This is an optimization exercise on Yosys and OpenROAD, whose aim is small area, a short achievable clock period and few clock cycles per item, not a production implementation.
The RTL was checked by simulation tests, not by an equivalence proof against the original design.
Power is estimated from default activity; no workload was simulated.

==> flow/design.v, too long to show whole: its modules and the start of the top module <==
// module fx_round_sat: 53 lines
// module dense_neuron_mac: 1241 lines
module dense_neuron_mac #(
  parameter int unsigned N     = nn_pkg::N,
  parameter int unsigned FRAC  = nn_pkg::FRAC,
  parameter int unsigned LEN_W = 9,
  parameter int unsigned ACC_W = 72
) (
  input  logic                    clk,
  input  logic                    rst,
  input  logic                    start,
  input  logic        [LEN_W-1:0] len,
  input  logic signed [N-1:0]     bias,
  input  logic                    relu_en,
  input  logic                    in_valid,
  output logic                    in_ready,
  input  logic signed [N-1:0]     x,
  input  logic signed [N-1:0]     w,
  output logic                    out_valid,
  input  logic                    out_ready,
  output logic signed [N-1:0]     out,
  output logic                    sat,
  output logic                    busy,
  output logic                    done
);
  // ...
==> flow/flow/run.sh <==
#!/bin/bash
set -euo pipefail
bash standard.sh 'BUFFER_PORTS_ARGS=-buffer_cell sky130_fd_sc_hd__buf_2' SETUP_SLACK_MARGIN=8.6 TNS_END_PERCENT=2 SKIP_INCREMENTAL_REPAIR=1 SYNTH_ARGS=-noabc finish > flow_standard.log 2>&1
==> flow/standard.sh <==
#!/bin/bash
# synth_recipe.tcl (not shown) runs the flow's synth.tcl, then flattens the netlist and writes it again
# the make line also repeats each setting of config.mk as NAME=value (left out here)
make -C /OpenROAD-flow-scripts/flow DESIGN_CONFIG=/design/flow/config.mk WORK_HOME=/design/flow/orfs CLKGATE_MAP_FILE= SYNTH_SCRIPT=/design/flow/synth_recipe.tcl "${@:-finish}"
==> flow/config.mk <==
export PLATFORM = sky130hd
export DESIGN_NAME = dense_neuron_mac
export DESIGN_NICKNAME = dense_neuron_mac
export VERILOG_FILES = /design/flow/design.v
export SDC_FILE = /design/flow/constraint.sdc
export NUM_CORES = 4
export LEC_CHECK = 0
export CAP_MARGIN = 20
export CORE_MARGIN = 2
export CORE_UTILIZATION = 45
export PLACE_DENSITY = 0.72
export SLEW_MARGIN = 20
==> flow/constraint.sdc <==
create_clock -name core_clock -period 12.0 [get_ports {clk}]
set_input_delay 2.4000 -clock core_clock [delete_from_list [all_inputs] [get_ports {clk}]]
set_output_delay 2.4000 -clock core_clock [all_outputs]
set_load 0.01 [all_outputs]
==> flow_summary.ini, run 1 <==
[sta]
post-route-period-util = 0.3129
setup_viol = 0
final_ws_setup_ns = 8.245
timing.setup.tns_ns = 0

[global_routing]
grt_pass1_wl_mm = 177.1
antenna_found_initial = 6
globalRouteMet3Util = 0.1169
grtUsageMet2 = 0.4410

[place]
dp_hpwl_mm = 71.00

[clocking]
cts_inserted_buffers = 36

[hold_path]
hold_path_end = fin2_q
worstHoldPathType = flop to flop

[synthesis]
syn_nets = 4113
synth-xor-area-share = 0.2273
postSynth.asyncResetShare = 0.02198
synth_simple_gate_area_share = 0.05498
synth_top_family_by_area = adder cells

[power_and_ir_drop]
power.clock.total_mw = 1.11
clock_power_share = 0.503
switchingPower_uw = 566.2

[drt]
drtAntennaViolNets = 0
num_vias = 28060
route.detailed.vias_per_inst = 6.332

[final_layout]
max_flop_register = acc_s
signal_buffer_area_fraction = 0.08972
flip_flop_count_of_the_largest_register_all_copies_and_words_added = 72

[worst_setup_path]
timing.rr.end = acc_c[36]
logic_depth_of_the_worst_path_buffers_included = 10
slowest_delay_ns = 0.69
critPathSlowestCell = sky130_fd_sc_hd__fa_2

[run_status]
outcome = timing/DRC/antenna clean
Testbench counts, summed over its fixed seeds: cycles 13,071, beats 11,791.
==> inputs of run 2 (changes only) <==
==> flow/flow/run.sh (replaced) <==
#!/bin/bash
set -euo pipefail
here=$(pwd)
bash standard.sh 'BUFFER_PORTS_ARGS=-buffer_cell sky130_fd_sc_hd__buf_2' SETUP_SLACK_MARGIN=8.6 TNS_END_PERCENT=0 SKIP_INCREMENTAL_REPAIR=1 SYNTH_ARGS=-noabc "PRE_RESIZE_TCL=$here/flow/pre_resize.tcl" finish > flow_standard.log 2>&1
==> flow/flow/pre_resize.tcl (new file) <==
set_max_fanout 16 [current_design]
==> flow_summary.ini, run 2 <==
[synthesis]
syn_nets = 4113
count_of_flip_flops_with_a_built_in_enable_after_synthesis = 10
post_synth_inst_count = 3402
post_synth.cell_area_avg_um2 = 10.00
synth-seq-cells = 273
post_synth_main_area_contributors = sky130_fd_sc_hd__fa_1 26%, sky130_fd_sc_hd__xnor2_1 21%, sky130_fd_sc_hd__dfxtp_1 15%
synth_compound_area_frac = 0.1423
synth_simple_gate_area_share = 0.05498
synth_top_family_by_area = adder cells
synth.area.mux_share = 0.01103
synth-seq-area-share = 0.1645
postSynth.asyncResetShare = 0.02198
synth-xor-area-share = 0.2273
synthMostInstantiatedCell = sky130_fd_sc_hd__xnor2_1
dominantRegCellSynth = sky130_fd_sc_hd__dfxtp_1
synth.yosys.warnings = 4
synth.cells.most_frequent = 814 x sky130_fd_sc_hd__xnor2_1, 496 x sky130_fd_sc_hd__a22oi_1, 439 x sky130_fd_sc_hd__fa_1
area_share_of_fa_ha_maj_cells_after_synthesis = 0.3514
synthDominantCellAreaShare = 0.2583
synth.largest_area_cell = sky130_fd_sc_hd__fa_1
post_synth_num_cell_types = 61
netlist_area_mm2 = 0.03402

[drt]
mean_routed_wirelength_per_cell_um = 27.05
detailedRoute.firstPassIterationCount = 13
routed_wirelength_mm = 123.5
drtAntennaViolNets = 0
first_iter_violations = 3875
route.detailed.vias_per_inst = 6.387
detail_route.drc_violations = 0
num_vias = 29160

[power_and_ir_drop]
power.total_mw = 2.231
power.static_leakage_nw = 16.46
vdd.ir_drop.worst_uv = 74.28
power_density_mw_per_mm2 = 56.29

[sta]
final-max-slew-violation-count = 0
worst_slew_pin_slew_ns = 1.004
min_period_ns = 4.082
fmax_mhz = 245.0
hold_viol_final = 0
setup_viol = 0
timing.setup.tns_ns = 0
post-route-period-util = 0.3401
clock_skew_ns = 0.02597
slew-limit-headroom = 0.3289

[clocking]
post_cts_buffers = 19
postCtsHoldBufs = 0
cts.repair.resized = 1266
max-clock-path-buffers = 3
cts-htree-levels = 2
worstSkewPairLatency_ns = 0.57
cts_inserted_buffers = 36
cts_root_buffer = sky130_fd_sc_hd__clkbuf_16
clock_tree_from_tritoncts = yes
tritoncts_num_sinks = 273
worst_setup_hold_path_clk_slew_ns = 0.06

[final_layout]
flip_flop_count_of_the_largest_register_all_copies_and_words_added = 72
layout_commonest_cell = sky130_fd_sc_hd__xnor2_1
layout_top_registers = acc_s x72, acc_c x71
fin_nets = 4268
max_flop_register = acc_s
drive_above_1_share = 0.1998
area_delta_synth_final_pct = 16.48
layout_common_cells = 789 x sky130_fd_sc_hd__xnor2_1, 455 x sky130_fd_sc_hd__a22oi_1, 404 x sky130_fd_sc_hd__fa_1

[worst_setup_path]
crit_path_start_kind = flop
r2r_setup_slack_ns = 7.92
timing.critical_path.fanout_max = 16
timing.reg2reg.worst_path_depth = 11
type_of_the_worst_setup_path = flop to flop
timing.rr.start = two_a[10]
worst_ep_arrival_time_ns = 4.53
critical_path.endpoint_type = flop
timing.rr.end = acc_c[34]
required_ns = 12.45

[job]
max_cap_violations = 0

[die]
floorplan.die.height_um = 279.0
die_area_mm2 = 0.07782
initial_standard_cell_utilization_of_the_core = 0.4555
core_region_area_mm2 = 0.07470
rows = 100
width_of_the_die_um = 279.0
pin_count = 148

[hold_path]
hold_path_end = fin2_q
hold_path_startpoint = fin1_q
worstHoldPathType = flop to flop
hold-path-cell-count = 0

[global_routing]
first_global_vias = 29420
grt.total_usage = 0.3127
global_route.overflow_total = 0
grt_pass1_wl_mm = 183.3
grt_start_max_net_pins = 17
antenna_found_initial = 11

[run_status]
outcome = timing/DRC/antenna clean

[place]
buffer_ports.inserted = 147
dp_hpwl_mm = 91.22
routabilityCongestion = 0.9099
## run 2: kinds of logic after synthesis
group                      Yosys count
xor gates and xnor gates           882
adders and majority gates          715
AOI/OAI and AO/OA                  670
buffers and inverters              431
and+or+nand+nor                    398
DFF                                273
muxes                               33
## run 2: worst max-delay path by stage
stage	depth (start not counted)	slack [ns]	start	endpoint
6_report	11	7.92	two_a[10]	acc_c[34]
5_1_grt	10	7.93	in_valid	in_ready_q
4_1_cts	4	8.15	busy_q	busy
3_5_place_dp	14	5.16	acc_c[20]	out_q[18]
3_3_place_gp	11	7.85	clr_a	acc_c[38]
2_1_floorplan	10	8.54	one_a[8]	acc_c[33]
## run 2: stage by stage
stage	instances	hold slack [ns]	utilization	instance area, um^2	worst slack [ns]
floorplan	3402	0.3312	-	34760	8.544
global placement	4283	0.3373	0.4766	35600	7.847
detailed placement	4468	0.3418	0.5007	37400	5.161
CTS	4553	0.3576	0.5301	39600	8.148
global route	4553	0.3686	0.5301	39600	7.931
finish	4565	0.3525	0.5305	39630	7.918
## run 2: power by group
part / internal [mW] / total (mW) / switching [mW]
logic: 0.0602 / 0.186 / 0.126
registers: 0.916 / 0.919 / 0.00349
clock network: 0.672 / 1.13 / 0.453
## run 2: metal layers
metal,vias to the layer above,track usage,routed length (um)
met3,696,0.1479,19960
met2,2465,0.4520,50730
li1,11830,-,-
met4,20,0.1722,8397
met5,-,0.01814,293
met1,14140,0.3813,44110
## run 2: cell type report
cell class / count / area, um^2
fill: 6298 / 35070
multi-input combinational: 2698 / 27310
sequential: 273 / 5660
timing repair buffer: 421 / 3729
tap: 969 / 1212
clock buffer: 52 / 1042
inverter: 127 / 476.7
clock inverter: 13 / 163.9
antenna: 12 / 30.03
## run 2: critical path, stage by stage (launching register included)
cell and delay [ns]:
sky130_fd_sc_hd__dfxtp_2 0.44, sky130_fd_sc_hd__buf_4 0.37, sky130_fd_sc_hd__buf_4 0.36, sky130_fd_sc_hd__a22oi_1 0.13, sky130_fd_sc_hd__xnor2_1 0.16, sky130_fd_sc_hd__fa_1 0.42
sky130_fd_sc_hd__fa_1 0.41, sky130_fd_sc_hd__fa_1 0.47, sky130_fd_sc_hd__fa_2 0.60, sky130_fd_sc_hd__xnor2_2 0.13, sky130_fd_sc_hd__xnor2_1 0.13, sky130_fd_sc_hd__maj3_2 0.32
==> inputs of run 3 (changes only) <==
==> flow/flow/run.sh (replaced) <==
#!/bin/bash
set -euo pipefail
bash standard.sh 'BUFFER_PORTS_ARGS=-buffer_cell sky130_fd_sc_hd__buf_2' SETUP_SLACK_MARGIN=8.6 TNS_END_PERCENT=0 SKIP_INCREMENTAL_REPAIR=1 SYNTH_ARGS=-noabc finish > flow_standard.log 2>&1
--- a/flow/config.mk
+++ b/flow/config.mk
@@ -10,2 +10,3 @@
 export CORE_UTILIZATION = 45
+export GPL_ROUTABILITY_DRIVEN = 0
 export PLACE_DENSITY = 0.72
removed: flow/flow/pre_resize.tcl
==> flow_summary.ini, run 3 <==
[clocking]
cts_root_buffer = sky130_fd_sc_hd__clkbuf_16
postCtsHoldBufs = 0
cts.repair.resized = 224
clock_tree_from_tritoncts = yes
max-clock-path-buffers = 3
worstSkewPairLatency_ns = 0.58
cts_inserted_buffers = 36
post_cts_buffers = 32
worst_setup_hold_path_clk_slew_ns = 0.06
tritoncts_num_sinks = 273
cts-htree-levels = 2

[sta]
min_period_ns = 3.753
final-max-slew-violation-count = 0
fmax_mhz = 266.5
slew-limit-headroom = 0.4673
post-route-period-util = 0.3127
clock_skew_ns = 0.03008
setup_viol = 0
worst_slew_pin_slew_ns = 0.7990
timing.setup.tns_ns = 0
hold_viol_final = 0

[global_routing]
grt.total_usage = 0.2945
grt_start_max_net_pins = 37
global_route.overflow_total = 0
antenna_found_initial = 4
grt_pass1_wl_mm = 174.4
first_global_vias = 28550

[worst_setup_path]
type_of_the_worst_setup_path = flop to flop
required_ns = 12.45
timing.critical_path.fanout_max = 32
critical_path.endpoint_type = flop
worst_ep_arrival_time_ns = 4.20
crit_path_start_kind = flop

[power_and_ir_drop]
power.total_mw = 2.207
switchingPower_uw = 562.7
sw_share = 0.2550
clock_power_share = 0.504
power.share.combinational = 0.077
power.static_leakage_nw = 15.96
vdd.ir_drop.worst_uv = 87.75
power.internal_mw = 1.644
power_density_mw_per_mm2 = 56.79
share_seq_of_total_power = 0.419

[final_layout]
fillers = 6306
layout_common_cells = 797 x sky130_fd_sc_hd__xnor2_1, 467 x sky130_fd_sc_hd__a22oi_1, 414 x sky130_fd_sc_hd__fa_1
area_delta_synth_final_pct = 14.21
flip_flop_count_of_the_largest_register_all_copies_and_words_added = 72
drive_above_1_share = 0.1622
layout_commonest_cell = sky130_fd_sc_hd__xnor2_1
fin_nets = 4119
post-route-util = 0.5202
max_flop_register = acc_s
layout_top_registers = acc_s x72, acc_c x71

[synthesis]
synth_simple_gate_area_share = 0.05498
synth-seq-cells = 273
syn_nets = 4113
synthMostInstantiatedCell = sky130_fd_sc_hd__xnor2_1
synth.area.mux_share = 0.01103
synth-xor-area-share = 0.2273
post_synth_num_cell_types = 61
synthDominantCellAreaShare = 0.2583
synth_compound_area_frac = 0.1423
post_synth_main_area_contributors = sky130_fd_sc_hd__fa_1 26%, sky130_fd_sc_hd__xnor2_1 21%, sky130_fd_sc_hd__dfxtp_1 15%
dominantRegCellSynth = sky130_fd_sc_hd__dfxtp_1
area_share_of_fa_ha_maj_cells_after_synthesis = 0.3514
post_synth_inst_count = 3402
synth-seq-area-share = 0.1645
synth.largest_area_cell = sky130_fd_sc_hd__fa_1
synth.yosys.warnings = 4
postSynth.asyncResetShare = 0.02198
post_synth.cell_area_avg_um2 = 10.00
synth_top_family_by_area = adder cells
synth.cells.most_frequent = 814 x sky130_fd_sc_hd__xnor2_1, 496 x sky130_fd_sc_hd__a22oi_1, 439 x sky130_fd_sc_hd__fa_1
count_of_flip_flops_with_a_built_in_enable_after_synthesis = 10
netlist_area_mm2 = 0.03402

[hold_path]
worstHoldPathType = flop to flop

[drt]
routed_wirelength_mm = 115.4
detail_route.drc_violations = 0
first_iter_violations = 3907
detailedRoute.firstPassIterationCount = 7
num_vias = 27900
drtAntennaViolNets = 0
route.detailed.vias_per_inst = 6.336
mean_routed_wirelength_per_cell_um = 26.20

[job]
max_cap_violations = 0

[die]
die_area_mm2 = 0.07782
pin_count = 148
initial_standard_cell_utilization_of_the_core = 0.4555
floorplan.die.height_um = 279.0
core_region_area_mm2 = 0.07470
width_of_the_die_um = 279.0
rows = 100

[place]
dp_hpwl_mm = 71.00
buffer_ports.inserted = 147

[run_status]
outcome = timing/DRC/antenna clean
[run 3: cell counts after synthesis]
Identical to the previous run, type by type.
[run 3: stage by stage]
stage,area (um^2),cells,hold WS [ns],worst slack [ns]
floorplan,34760,3402,0.3312,8.544
global placement,35600,4283,0.3373,7.847
detailed placement,35600,4283,0.3418,7.738
CTS,38850,4402,0.3542,8.359
global route,38850,4402,0.3590,8.191
finish,38860,4403,0.3535,8.247
[run 3: cell type report]
class / count / area (um^2) / area share
repair buffers: 272 / 3097 / 0.07970
clock inverters: 15 / 192.7 / 0.004959
diodes: 1 / 2.502 / 0.00006440
flip-flops and latches: 273 / 5737 / 0.1476
well taps: 969 / 1212 / 0.03120
inverters: 127 / 476.7 / 0.01227
multi-input cells: 2698 / 27140 / 0.6985
clock buffers: 48 / 997.2 / 0.02566
[run 3: worst max-delay path: stages, from the launching register on]
cell                      delay [ns]
sky130_fd_sc_hd__dfxtp_4        0.77
sky130_fd_sc_hd__a22oi_1        0.17
sky130_fd_sc_hd__xnor2_1        0.19
sky130_fd_sc_hd__fa_1           0.41
sky130_fd_sc_hd__fa_1           0.44
sky130_fd_sc_hd__fa_1           0.45
sky130_fd_sc_hd__fa_1           0.51
sky130_fd_sc_hd__xnor2_2        0.24
sky130_fd_sc_hd__xnor2_2        0.13
sky130_fd_sc_hd__maj3_2         0.31
[run 3: logic make-up after synthesis]
kind of cell | count (synthesis)
AND/OR/NAND/NOR | 398
AO/OA/AOI/OAI | 670
XOR/XNOR | 882
buffers and inverters | 431
multiplexers | 33
flip-flops | 273
adder cells (fa/ha/maj) | 715
[run 3: path summary, 6_finish.rpt]
path / depth (start not counted) / slack (ns) / start / to
setup / recovery: 9 / 8.25 / two_a[14] / acc_c[36]
hold / removal: 0 / 0.35 / fin1_q / fin2_q
setup reg to reg: 9 / 8.25 / two_a[14] / acc_c[36]
hold reg to reg: 0 / 0.35 / fin1_q / fin2_q
max in group asynchronous: 1 / 10.18 / rst / busy_q
min in group asynchronous: 1 / 1.66 / rst / in_ready_q
[run 3: layer usage]
| layer | track usage | routed length (um) | up-vias |
|---|---|---|---|
| met2 | 0.4362 | 48710 | 2268 |
| met3 | 0.1038 | 17100 | 529 |
| met5 | 0.005629 | 131 | - |
| li1 | - | - | 11520 |
| met4 | 0.1456 | 6520 | 10 |
| met1 | 0.3803 | 42910 | 13580 |
[run 3: power by group through the flow]
stage                     clock network [mW]  registers, mW  logic (mW)
after floorplan                            0          0.942      0.0598
after global placement                     0          0.946       0.119
after detailed placement                   0          0.946       0.120
after CTS                               1.13          0.923       0.158
after global routing                    1.17          0.924       0.169
final                                   1.11          0.925       0.169
==> inputs of run 4 (changes only) <==
--- a/flow/config.mk
+++ b/flow/config.mk
@@ -10,3 +10,3 @@
 export CORE_UTILIZATION = 45
-export GPL_ROUTABILITY_DRIVEN = 0
+export GPL_TIMING_DRIVEN = 0
 export PLACE_DENSITY = 0.72
==> flow_summary.ini, run 4 <==
[synthesis]
synth-seq-area-share = 0.1645
count_of_flip_flops_with_a_built_in_enable_after_synthesis = 10
post_synth_inst_count = 3402
synth.largest_area_cell = sky130_fd_sc_hd__fa_1
post_synth.cell_area_avg_um2 = 10.00
post_synth_num_cell_types = 61
synth.cells.most_frequent = 814 x sky130_fd_sc_hd__xnor2_1, 496 x sky130_fd_sc_hd__a22oi_1, 439 x sky130_fd_sc_hd__fa_1
synthDominantCellAreaShare = 0.2583
netlist_area_mm2 = 0.03402
dominantRegCellSynth = sky130_fd_sc_hd__dfxtp_1
synth-seq-cells = 273
syn_nets = 4113
postSynth.asyncResetShare = 0.02198
synthMostInstantiatedCell = sky130_fd_sc_hd__xnor2_1
post_synth_main_area_contributors = sky130_fd_sc_hd__fa_1 26%, sky130_fd_sc_hd__xnor2_1 21%, sky130_fd_sc_hd__dfxtp_1 15%
synth.yosys.warnings = 4

[worst_setup_path]
r2r_setup_slack_ns = 8.08
worst_ep_arrival_time_ns = 4.37
crit_path_start_kind = flop
critical_path.endpoint_type = flop
type_of_the_worst_setup_path = flop to flop
required_ns = 12.45
timing.critical_path.fanout_max = 10

[die]
initial_standard_cell_utilization_of_the_core = 0.4555
width_of_the_die_um = 279.0
core_region_area_mm2 = 0.07470
rows = 100
pin_count = 148
floorplan.die.height_um = 279.0
die_area_mm2 = 0.07782

[final_layout]
post-route-util = 0.5302
flip_flop_count_of_the_largest_register_all_copies_and_words_added = 72
area_delta_synth_final_pct = 16.40
layout_common_cells = 778 x sky130_fd_sc_hd__xnor2_1, 458 x sky130_fd_sc_hd__a22oi_1, 405 x sky130_fd_sc_hd__fa_1
fin_nets = 4300
max_flop_register = acc_s
layout_commonest_cell = sky130_fd_sc_hd__xnor2_1
drive_above_1_share = 0.2022
layout_top_registers = acc_s x72, acc_c x71

[drt]
mean_routed_wirelength_per_cell_um = 28.24
detail_route.drc_violations = 0
routed_wirelength_mm = 129.5
first_iter_violations = 3650
detailedRoute.firstPassIterationCount = 10
route.detailed.vias_per_inst = 6.135
drtAntennaViolNets = 0
num_vias = 28130

[sta]
final-max-slew-violation-count = 0
worst_slew_pin_slew_ns = 0.9944
setup_viol = 0
min_period_ns = 3.920
clock_skew_ns = 0.02021
timing.setup.tns_ns = 0
worst_hold_slack_ns = 0.3562
post-route-period-util = 0.3267
fmax_mhz = 255.1
slew-limit-headroom = 0.3371
hold_viol_final = 0

[clocking]
tritoncts_num_sinks = 273
post_cts_buffers = 4
cts_root_buffer = sky130_fd_sc_hd__clkbuf_16
cts_inserted_buffers = 34
cts.repair.resized = 479
postCtsHoldBufs = 0
clock_tree_from_tritoncts = yes
worstSkewPairLatency_ns = 0.57
max-clock-path-buffers = 3
worst_setup_hold_path_clk_slew_ns = 0.06
cts-htree-levels = 2

[power_and_ir_drop]
power.internal_mw = 1.579
vdd.ir_drop.worst_uv = 107.8
share_seq_of_total_power = 0.436
power.share.combinational = 0.078
power.static_leakage_nw = 16.53
switchingPower_uw = 565.8
sw_share = 0.2639
clock_power_share = 0.487
power_density_mw_per_mm2 = 54.15

[global_routing]
grt.total_usage = 0.3294
global_route.overflow_total = 0
antenna_found_initial = 5
grt_start_max_net_pins = 13
grt_pass1_wl_mm = 188.2
first_global_vias = 28570

[hold_path]
worstHoldPathType = flop to flop

[place]
buffer_ports.inserted = 147
dp_hpwl_mm = 102.8
routabilityCongestion = 1.051

[job]
max_cap_violations = 0

[run_status]
outcome = timing/DRC/antenna clean
==> run 4: worst max-delay path, stage by stage (launching register included) <==
cell and delay, ns:
sky130_fd_sc_hd__dfxtp_1 0.31, sky130_fd_sc_hd__ha_1 0.37, sky130_fd_sc_hd__nand4_1 0.27, sky130_fd_sc_hd__nor3_2 0.45
sky130_fd_sc_hd__o2111ai_2 0.34, sky130_fd_sc_hd__and3_2 0.43, sky130_fd_sc_hd__o211ai_2 0.24, sky130_fd_sc_hd__xor2_2 0.23
sky130_fd_sc_hd__mux2_4 0.34, sky130_fd_sc_hd__nand2_2 0.33, sky130_fd_sc_hd__buf_4 0.37, sky130_fd_sc_hd__o21ai_2 0.09
==> run 4: final cells by class <==
cell class / instances / area [um^2]
Antenna cell: 4 / 10.01
Buffer: 304 / 2912
Clock buffer: 46 / 967.2
Clock inverter: 12 / 138.9
Fill cell: 6610 / 35100
Inverter: 127 / 476.7
Multi-Input combinational cell: 2698 / 27420
Sequential cell: 273 / 5695
Tap cell: 969 / 1212
Timing Repair Buffer: 151 / 765.7
==> run 4: power by group through the flow <==
stage	Sequential [mW]	Clock (mW)	Combinational, mW
4_1_cts	0.931	1.07	0.156
5_1_grt	0.932	1.10	0.165
3_3_place_gp	0.951	0	0.138
3_5_place_dp	0.951	0	0.138
6_report	0.934	1.04	0.166
2_1_floorplan	0.942	0	0.0598
==> run 4: cell families (layout without fill, tap and decap cells) <==
family	count (synthesis)	count (layout)	share of synthesized area
other	0	4	0
buffers and inverters	431	640	0.04855
DFF	273	273	0.1645
AOI/OAI and AO/OA	670	670	0.1423
adders and majority gates	715	715	0.3514
xor gates and xnor gates	882	882	0.2273
and+or+nand+nor	398	398	0.05498
muxes	33	33	0.01103
==> run 4: path summary, 6_finish.rpt <==
check | from | cells past startpoint | end
setup / recovery | acc_s[14] | 11 | out_q[6]
hold / removal | fin1_q | 0 | fin2_q
setup reg to reg | acc_s[14] | 11 | out_q[6]
hold reg to reg | fin1_q | 0 | fin2_q
max in group asynchronous | rst | 1 | fin1_q
min in group asynchronous | rst | 1 | busy_q
==> run 4: per-stage QoR <==
stage	total power, mW	instances	cell area, um^2	worst slack, ns
CTS	2.156	4580	39590	8.242
detailed placement	1.089	4518	36710	7.455
floorplan	1.002	3402	34760	8.544
finish	2.144	4584	39600	8.080
global placement	1.090	4518	36710	7.495
global route	2.194	4582	39600	7.995
==> run 4: metal layers <==
layer	up-vias	track usage	share of wire
li1	11880	-	-
met1	13990	0.4417	0.40
met2	1901	0.4879	0.42
met3	359	0.1097	0.13
met4	2	0.1330	0.048
met5	-	0.003127	0.000093
==> inputs of run 5 (changes only) <==
--- a/flow/config.mk
+++ b/flow/config.mk
@@ -10,3 +10,2 @@
 export CORE_UTILIZATION = 45
-export GPL_TIMING_DRIVEN = 0
 export PLACE_DENSITY = 0.72
==> flow_summary.ini, run 5 <==
[final_layout]
fin_nets = 4119
layout_commonest_cell = sky130_fd_sc_hd__xnor2_1
layout_top_registers = acc_s x72, acc_c x71
flip_flop_count_of_the_largest_register_all_copies_and_words_added = 72
fillers = 6306
area_delta_synth_final_pct = 14.21
post-route-util = 0.5202
layout_common_cells = 797 x sky130_fd_sc_hd__xnor2_1, 467 x sky130_fd_sc_hd__a22oi_1, 414 x sky130_fd_sc_hd__fa_1
drive_above_1_share = 0.1622
max_flop_register = acc_s

[die]
width_of_the_die_um = 279.0
core_region_area_mm2 = 0.07470
floorplan.die.height_um = 279.0
pin_count = 148
initial_standard_cell_utilization_of_the_core = 0.4555
die_area_mm2 = 0.07782
rows = 100

[synthesis]
post_synth_num_cell_types = 61
synth.yosys.warnings = 4
post_synth_main_area_contributors = sky130_fd_sc_hd__fa_1 26%, sky130_fd_sc_hd__xnor2_1 21%, sky130_fd_sc_hd__dfxtp_1 15%
synthDominantCellAreaShare = 0.2583
count_of_flip_flops_with_a_built_in_enable_after_synthesis = 10
post_synth_inst_count = 3402
synth.cells.most_frequent = 814 x sky130_fd_sc_hd__xnor2_1, 496 x sky130_fd_sc_hd__a22oi_1, 439 x sky130_fd_sc_hd__fa_1
dominantRegCellSynth = sky130_fd_sc_hd__dfxtp_1
syn_nets = 4113
synth-seq-cells = 273
post_synth.cell_area_avg_um2 = 10.00
postSynth.asyncResetShare = 0.02198
synth-seq-area-share = 0.1645
synth.largest_area_cell = sky130_fd_sc_hd__fa_1
netlist_area_mm2 = 0.03402
synthMostInstantiatedCell = sky130_fd_sc_hd__xnor2_1

[clocking]
cts.repair.resized = 224
tritoncts_num_sinks = 273
clock_tree_from_tritoncts = yes
cts-htree-levels = 2
cts_root_buffer = sky130_fd_sc_hd__clkbuf_16
worst_setup_hold_path_clk_slew_ns = 0.06
worstSkewPairLatency_ns = 0.58
cts_inserted_buffers = 36
post_cts_buffers = 32
postCtsHoldBufs = 0
max-clock-path-buffers = 3

[worst_setup_path]
timing.reg2reg.worst_path_depth = 9
crit_path_start_kind = flop
critical_path.endpoint_type = flop
r2r_setup_slack_ns = 8.25
timing.rr.end = acc_c[36]
type_of_the_worst_setup_path = flop to flop
worst_ep_arrival_time_ns = 4.20
timing.critical_path.fanout_max = 32
required_ns = 12.45
timing.rr.start = two_a[14]

[sta]
final-max-slew-violation-count = 0
fmax_mhz = 266.5
min_period_ns = 3.753
timing.setup.tns_ns = 0
setup_viol = 0
final_ws_setup_ns = 8.247
hold_viol_final = 0
worst_slew_pin_slew_ns = 0.7990
slew-limit-headroom = 0.4673
clock_skew_ns = 0.03008
post-route-period-util = 0.3127

[run_status]
outcome = timing/DRC/antenna clean

[drt]
num_vias = 27900
detailedRoute.firstPassIterationCount = 7
route.detailed.vias_per_inst = 6.336
mean_routed_wirelength_per_cell_um = 26.20
drtAntennaViolNets = 0
first_iter_violations = 3907
detail_route.drc_violations = 0
routed_wirelength_mm = 115.4

[global_routing]
grt_pass1_wl_mm = 174.4
grt_start_max_net_pins = 37
grt.total_usage = 0.2945
first_global_vias = 28550
global_route.overflow_total = 0
antenna_found_initial = 4

[job]
max_cap_violations = 0

[place]
routabilityCongestion = 0.9099
dp_slack_ns = 7.738
buffer_ports.inserted = 147
dp_hpwl_mm = 71.00

[power_and_ir_drop]
power.static_leakage_nw = 15.96
power.total_mw = 2.207
power_density_mw_per_mm2 = 56.79
vdd.ir_drop.worst_uv = 87.75

[hold_path]
worstHoldPathType = flop to flop
hold-path-cell-count = 0
hold_path_startpoint = fin1_q
hold_path_end = fin2_q
-- run 5: cell counts after synthesis --
No cell type changed its count.
-- run 5: cell type report --
cell class	instances	area [um^2]	share of cell area
Clock inverter	15	192.7	0.004959
Inverter	127	476.7	0.01227
Tap cell	969	1212	0.03120
Timing Repair Buffer	272	3097	0.07970
Sequential cell	273	5737	0.1476
Clock buffer	48	997.2	0.02566
Multi-Input combinational cell	2698	27140	0.6985
Antenna cell	1	2.502	0.00006440
-- run 5: cells by family (layout without fill, tap and decap cells) --
group,count (synthesis),in the layout,share of synthesized area
mux,33,33,0.01103
xor+xnor,882,882,0.2273
compound gates,670,670,0.1423
flops,273,273,0.1645
fa+ha+maj,715,715,0.3514
simple gates,398,398,0.05498
other cells,0,1,0
buf+inv,431,462,0.04855
-- run 5: worst max path at each step --
stage / startpoint / endpoint / slack (ns) / cells past startpoint
after floorplan: one_a[8] / acc_c[33] / 8.54 / 10
after global placement: clr_a / acc_c[38] / 7.85 / 11
after detailed placement: one_a[10] / acc_c[36] / 7.74 / 10
after CTS: busy_q / busy / 8.36 / 2
after global routing: xa[23] / acc_c[38] / 8.19 / 9
final: two_a[14] / acc_c[36] / 8.25 / 9
-- run 5: routing by layer --
metal	global-route usage	up-vias	share of wire
li1	-	11520	-
met1	0.3803	13580	0.37
met2	0.4362	2268	0.42
met3	0.1038	529	0.15
met4	0.1456	10	0.057
met5	0.005629	-	0.0011
-- run 5: per-stage QoR --
stage / area [um^2] / cells / hold WS, ns
6_report: 38860 / 4403 / 0.3535
3_3_place_gp: 35600 / 4283 / 0.3373
2_1_floorplan: 34760 / 3402 / 0.3312
3_5_place_dp: 35600 / 4283 / 0.3418
4_1_cts: 38850 / 4402 / 0.3542
5_1_grt: 38850 / 4402 / 0.3590
-- run 5: worst max-delay path, stage by stage (launching register included) --
cell and delay, ns:
sky130_fd_sc_hd__dfxtp_4 0.77, sky130_fd_sc_hd__a22oi_1 0.17, sky130_fd_sc_hd__xnor2_1 0.19, sky130_fd_sc_hd__fa_1 0.41, sky130_fd_sc_hd__fa_1 0.44, sky130_fd_sc_hd__fa_1 0.45, sky130_fd_sc_hd__fa_1 0.51, sky130_fd_sc_hd__xnor2_2 0.24
sky130_fd_sc_hd__xnor2_2 0.13, sky130_fd_sc_hd__maj3_2 0.31
-- run 5: power breakdown --
group          switching [mW]  leakage, nW  internal [mW]
registers              0.0121         2.31          0.913
logic                   0.109         13.1         0.0600
clock network           0.441        0.585          0.671
total                   0.563         16.0           1.64
==> inputs of run 6 (changes only) <==
--- a/flow/config.mk
+++ b/flow/config.mk
@@ -9,4 +9,3 @@
 export CORE_MARGIN = 2
-export CORE_UTILIZATION = 45
-export PLACE_DENSITY = 0.72
+export CORE_UTILIZATION = 50
 export SLEW_MARGIN = 20
==> flow_summary.ini, run 6 <==
[run_status]
outcome = timing/DRC/antenna clean

[synthesis]
post_synth_main_area_contributors = sky130_fd_sc_hd__fa_1 26%, sky130_fd_sc_hd__xnor2_1 21%, sky130_fd_sc_hd__dfxtp_1 15%
synthDominantCellAreaShare = 0.2583
synth_top_family_by_area = adder cells
synth.largest_area_cell = sky130_fd_sc_hd__fa_1
postSynth.asyncResetShare = 0.02198
synth.yosys.warnings = 4
synth.cells.most_frequent = 814 x sky130_fd_sc_hd__xnor2_1, 496 x sky130_fd_sc_hd__a22oi_1, 439 x sky130_fd_sc_hd__fa_1
netlist_area_mm2 = 0.03402
synth-xor-area-share = 0.2273
area_share_of_fa_ha_maj_cells_after_synthesis = 0.3514
synthMostInstantiatedCell = sky130_fd_sc_hd__xnor2_1
post_synth_inst_count = 3402
synth-seq-cells = 273
post_synth.cell_area_avg_um2 = 10.00
synth-seq-area-share = 0.1645
post_synth_num_cell_types = 61
dominantRegCellSynth = sky130_fd_sc_hd__dfxtp_1
synth_simple_gate_area_share = 0.05498
synth_compound_area_frac = 0.1423
count_of_flip_flops_with_a_built_in_enable_after_synthesis = 10
syn_nets = 4113
synth.area.mux_share = 0.01103

[sta]
worst_slew_pin_slew_ns = 0.6712
hold_viol_final = 0
post-route-period-util = 0.3159
clock_skew_ns = 0.03917
fmax_mhz = 263.8
final-max-slew-violation-count = 0
timing.setup.tns_ns = 0
min_period_ns = 3.791
slew-limit-headroom = 0.5498
setup_viol = 0

[power_and_ir_drop]
power_density_mw_per_mm2 = 57.48
vdd.ir_drop.worst_uv = 81.46
power.static_leakage_nw = 15.88

[worst_setup_path]
crit_path_start_kind = flop
worst_ep_arrival_time_ns = 4.25
cp_cell_sequence = buf_12, a22oi_2, xnor2_1, fa_1, fa_1, fa_1, fa_2, maj3_2, maj3_2
worst_path_most_repeated_cell = sky130_fd_sc_hd__fa_1
required_ns = 12.46
critPathBufInv = 1
critPathSlowestCell = sky130_fd_sc_hd__fa_1
critical-path-top-delay-family = adder cells
timing.critical_path.fanout_max = 33
type_of_the_worst_setup_path = flop to flop
critical_path.endpoint_type = flop
slowest_delay_ns = 0.66

[global_routing]
grt.total_usage = 0.3594
grt_start_max_net_pins = 37
global_route.overflow_total = 0
antenna_found_initial = 2
first_global_vias = 29750
grt_pass1_wl_mm = 188.1

[final_layout]
fillers = 5783
drive_above_1_share = 0.1554
layout.area.seq_mm2 = 0.005684
layout_common_cells = 808 x sky130_fd_sc_hd__xnor2_1, 466 x sky130_fd_sc_hd__a22oi_1, 416 x sky130_fd_sc_hd__fa_1
fin_nets = 4115
multiInputGateArea_mm2 = 0.02707
area_delta_synth_final_pct = 13.72
layout_commonest_cell = sky130_fd_sc_hd__xnor2_1
max_flop_register = acc_s
layout_top_registers = acc_s x72, acc_c x71
final_design_area_no_fill_mm2 = 0.03869
flip_flop_count_of_the_largest_register_all_copies_and_words_added = 72

[die]
rows = 95
initial_standard_cell_utilization_of_the_core = 0.5057
die_area_mm2 = 0.07015
width_of_the_die_um = 264.9
floorplan.die.height_um = 264.9
core_region_area_mm2 = 0.06728
pin_count = 148

[place]
dp_hpwl_mm = 75.15
routabilityCongestion = 0.9321
place_area_mm2 = 0.03554
buffer_ports.inserted = 147

[clocking]
cts_inserted_buffers = 36
postCtsHoldBufs = 0
post_cts_buffers = 17
tritoncts_num_sinks = 273
cts-htree-levels = 2
worst_setup_hold_path_clk_slew_ns = 0.06
clock_tree_from_tritoncts = yes
cts.repair.resized = 232
max-clock-path-buffers = 3
cts_root_buffer = sky130_fd_sc_hd__clkbuf_16
worstSkewPairLatency_ns = 0.60

[drt]
detailedRoute.firstPassIterationCount = 8
num_vias = 28050
route.detailed.vias_per_inst = 6.517
first_iter_violations = 3529
detail_route.drc_violations = 0
routed_wirelength_mm = 125.4
drtAntennaViolNets = 0
mean_routed_wirelength_per_cell_um = 29.15

[hold_path]
worstHoldPathType = flop to flop

[job]
max_cap_violations = 0
[run 6: logic make-up after synthesis]
| kind of cell | Yosys count |
|---|---|
| compound gates | 670 |
| xor+xnor | 882 |
| fa+ha+maj | 715 |
| buf+inv | 431 |
| flops | 273 |
| mux | 33 |
| simple gates | 398 |
[run 6: cell type report]
type | instances | share of cell area
multi-input combinational | 2698 | 0.6997
sequential | 273 | 0.1469
timing repair buffer | 268 | 0.08130
tap | 873 | 0.02823
clock buffer | 50 | 0.02671
inverter | 127 | 0.01265
clock inverter | 13 | 0.004334
antenna | 2 | 0.0001294
[run 6: report_power, final]
group	switching [mW]	internal (mW)
clock network	0.458	0.652
registers	0.0169	0.916
logic	0.115	0.0665
[run 6: routing by layer]
metal / track usage / routed length, um / vias to the layer above
met5: 0 / 27 / -
met2: 0.5346 / 53020 / 2189
met3: 0.1229 / 16730 / 536
met4: 0.1704 / 7033 / 4
li1: - / - / 11500
met1: 0.4693 / 48640 / 13830
[run 6: through the flow]
stage	cells	utilization	hold slack (ns)	total power, mW	worst slack, ns
after floorplan	3402	-	0.3312	1.002	8.544
after global placement	4196	0.5282	0.3418	1.072	7.762
after detailed placement	4196	0.5282	0.3457	1.074	7.683
after CTS	4302	0.5750	0.3721	2.229	8.293
after global routing	4302	0.5750	0.3753	2.278	8.097
final	4304	0.5751	0.3680	2.224	8.209
[run 6: worst paths after layout]
kind / start / end / slack, ns / cells after the start
setup / recovery: one_a[8] / acc_c[37] / 8.21 / 9
hold / removal: fin1_q / fin2_q / 0.37 / 0
setup reg to reg: one_a[8] / acc_c[37] / 8.21 / 9
hold reg to reg: fin1_q / fin2_q / 0.37 / 0
max in group asynchronous: rst / in_ready_q / 10.21 / 1
min in group asynchronous: rst / busy_q / 1.63 / 1
==> inputs of run 7 (changes only) <==
--- a/flow/config.mk
+++ b/flow/config.mk
@@ -9,3 +9,4 @@
 export CORE_MARGIN = 2
-export CORE_UTILIZATION = 50
+export CORE_UTILIZATION = 45
+export PLACE_DENSITY = 0.66
 export SLEW_MARGIN = 20
==> flow_summary.ini, run 7 <==
[run_status]
outcome = timing/DRC/antenna clean

[clocking]
tritoncts_num_sinks = 273
worst_setup_hold_path_clk_slew_ns = 0.06
clock_tree_from_tritoncts = yes
post_cts_buffers = 37
cts_root_buffer = sky130_fd_sc_hd__clkbuf_16
worstSkewPairLatency_ns = 0.57
cts.repair.resized = 264
max-clock-path-buffers = 3
cts_inserted_buffers = 37
cts-htree-levels = 2
postCtsHoldBufs = 0

[global_routing]
first_global_vias = 28930
global_route.overflow_total = 0
globalRouteMet3Util = 0.1269
grtUsageMet2 = 0.4555
antenna_found_initial = 5
grt_start_max_net_pins = 37
grt_pass1_wl_mm = 183.2
grt-busiest-layer = met2
grt.total_usage = 0.3131
grt.met1_usage = 0.4001

[synthesis]
synth.largest_area_cell = sky130_fd_sc_hd__fa_1
synth-seq-area-share = 0.1645
synthDominantCellAreaShare = 0.2583
post_synth_num_cell_types = 61
dominantRegCellSynth = sky130_fd_sc_hd__dfxtp_1
synth.cells.most_frequent = 814 x sky130_fd_sc_hd__xnor2_1, 496 x sky130_fd_sc_hd__a22oi_1, 439 x sky130_fd_sc_hd__fa_1
synthMostInstantiatedCell = sky130_fd_sc_hd__xnor2_1
synth-seq-cells = 273
post_synth_main_area_contributors = sky130_fd_sc_hd__fa_1 26%, sky130_fd_sc_hd__xnor2_1 21%, sky130_fd_sc_hd__dfxtp_1 15%
count_of_flip_flops_with_a_built_in_enable_after_synthesis = 10
post_synth.cell_area_avg_um2 = 10.00
netlist_area_mm2 = 0.03402
postSynth.asyncResetShare = 0.02198
post_synth_inst_count = 3402
syn_nets = 4113
synth.yosys.warnings = 4

[die]
initial_standard_cell_utilization_of_the_core = 0.4555
die_area_mm2 = 0.07782
core_region_area_mm2 = 0.07470
pin_count = 148
width_of_the_die_um = 279.0
rows = 100
floorplan.die.height_um = 279.0

[worst_setup_path]
critical_path.endpoint_type = flop
worst_ep_arrival_time_ns = 4.28
type_of_the_worst_setup_path = flop to flop
required_ns = 12.46
critPathSlowestCell = sky130_fd_sc_hd__fa_2
timing.critical_path.fanout_max = 32
slowest_delay_ns = 0.66
r2r_setup_slack_ns = 8.18
timing.reg2reg.worst_path_depth = 9
cp_cell_sequence = buf_8, a22oi_2, xnor2_1, fa_1, fa_2, fa_1, fa_2, maj3_2, maj3_2
crit_path_start_kind = flop

[power_and_ir_drop]
power.internal_mw = 1.728
power_density_mw_per_mm2 = 58.94
switchingPower_uw = 600.2
power.share.combinational = 0.084
power.total_mw = 2.328
power.static_leakage_nw = 16.23
vdd.ir_drop.worst_uv = 65.37
sw_share = 0.2578
share_seq_of_total_power = 0.397
clock_power_share = 0.519

[final_layout]
drive_above_1_share = 0.1705
layout_commonest_cell = sky130_fd_sc_hd__xnor2_1
layout_top_registers = acc_s x72, acc_c x71
post-route-util = 0.5288
area_delta_synth_final_pct = 16.10
max_flop_register = acc_s
flip_flop_count_of_the_largest_register_all_copies_and_words_added = 72
fillers = 6392
layout_common_cells = 801 x sky130_fd_sc_hd__xnor2_1, 465 x sky130_fd_sc_hd__a22oi_1, 414 x sky130_fd_sc_hd__fa_1
fin_nets = 4143

[sta]
post-route-period-util = 0.3186
worst_slew_pin_slew_ns = 1.017
timing.setup.tns_ns = 0
fmax_mhz = 261.5
clock_skew_ns = 0.01652
setup_viol = 0
worst_hold_slack_ns = 0.3615
min_period_ns = 3.823
final-max-slew-violation-count = 0
slew-limit-headroom = 0.3201
hold_viol_final = 0
final_ws_setup_ns = 8.177

[drt]
routed_wirelength_mm = 122.7
first_iter_violations = 3495
mean_routed_wirelength_per_cell_um = 27.68
num_vias = 27990
drtAntennaViolNets = 0
detail_route.drc_violations = 0
route.detailed.vias_per_inst = 6.315
detailedRoute.firstPassIterationCount = 8

[job]
max_cap_violations = 0

[place]
dp_slack_ns = 7.708
buffer_ports.inserted = 147
dp_hpwl_mm = 71.48
routabilityCongestion = 0.8801

[hold_path]
worstHoldPathType = flop to flop
hold-path-cell-count = 0
run 7: cell counts after synthesis:
Identical to the previous run, type by type.
run 7: routing by layer:
metal	part of all wire	vias up	wire length, um
li1	-	11550	-
met1	0.38	13660	47040
met2	0.41	2170	50810
met3	0.14	594	17760
met4	0.057	6	7007
met5	0.00033	-	41
run 7: cell families after synthesis:
family | count (synthesis) | synth area share
xor gates and xnor gates | 882 | 0.2273
adders and majority gates | 715 | 0.3514
AOI/OAI and AO/OA | 670 | 0.1423
buffers and inverters | 431 | 0.04855
and+or+nand+nor | 398 | 0.05498
DFF | 273 | 0.1645
muxes | 33 | 0.01103
run 7: path summary, 6_finish.rpt:
path,to,start
setup / recovery,acc_c[35],xa[11]
hold / removal,fin2_q,fin1_q
setup reg to reg,acc_c[35],xa[11]
hold reg to reg,fin2_q,fin1_q
max in group asynchronous,in_ready_q,rst
min in group asynchronous,done_q,rst
run 7: critical path, delay by kind of cell, from the launching register on:
kind            cells  cell delay (ns)
fa+ha+maj           6             2.62
flops               1             0.33
xor+xnor            1             0.31
buf+inv             1             0.29
compound gates      1             0.12
run 7: stage by stage:
step	cell area, um^2	std cells
floorplan	34760	3402
global placement	35650	4290
detailed placement	35650	4290
CTS	39500	4430
global route	39500	4430
finish	39500	4432
run 7: final cells by class:
type | instances | area [um^2] | area share
Multi-Input combinational cell | 2698 | 27120 | 0.6867
Sequential cell | 273 | 5734 | 0.1452
Timing Repair Buffer | 295 | 3631 | 0.09192
Tap cell | 969 | 1212 | 0.03069
Clock buffer | 51 | 1081 | 0.02737
Inverter | 127 | 476.7 | 0.01207
Clock inverter | 17 | 235.2 | 0.005955
Antenna cell | 2 | 5.005 | 0.0001267
run 7: power groups by stage:
stage / Sequential [mW] / Combinational, mW / Clock [mW]
after global routing: 0.923 / 0.195 / 1.26
after detailed placement: 0.938 / 0.134 / 0
after floorplan: 0.942 / 0.0598 / 0
final: 0.924 / 0.196 / 1.21
after global placement: 0.938 / 0.134 / 0
after CTS: 0.923 / 0.184 / 1.22

-- static timing again, ports no longer ideal --
The flow's constraints put no driver on any port. The routed layouts listed below were extracted and timed again, unchanged, in two steps.
Step 1 assumes that a clkbuf_16 drives the clock port and a buf_2 every other input.
Step 2 moves the port delays by t, midway between the first and last clock arrival at a register: inputs arrive t later, outputs are due t later. That takes back most of the time a late clock gives input paths.
Slacks: no drivers / after step 1 / after step 2; pairs: no drivers / after step 1.
run	t, ns	setup slack, ns	latest minus earliest clock arrival (ns)	worst register clock-pin slew, ns	cell pins on the clock port's net
run 1	0.629	8.245 / 8.245 / 8.229	0.028 / 0.028	0.07 / 0.07	1
run 2	0.619	7.918 / 7.918 / 7.573	0.027 / 0.027	0.06 / 0.06	1
run 3	0.627	8.247 / 8.247 / 8.241	0.031 / 0.031	0.07 / 0.07	1
run 4	0.625	8.080 / 8.080 / 8.080	0.020 / 0.020	0.06 / 0.06	1
run 5	0.627	8.247 / 8.247 / 8.241	0.031 / 0.031	0.07 / 0.07	1
run 6	0.652	8.209 / 8.209 / 8.097	0.040 / 0.040	0.06 / 0.06	1
run 7	0.635	8.177 / 8.177 / 7.759	0.017 / 0.016	0.07 / 0.07	1
After both steps every run listed still meets setup and hold. The setup slack of run 7, which loses most, moves by 0.000 ns with the drivers and by -0.418 ns with both steps.
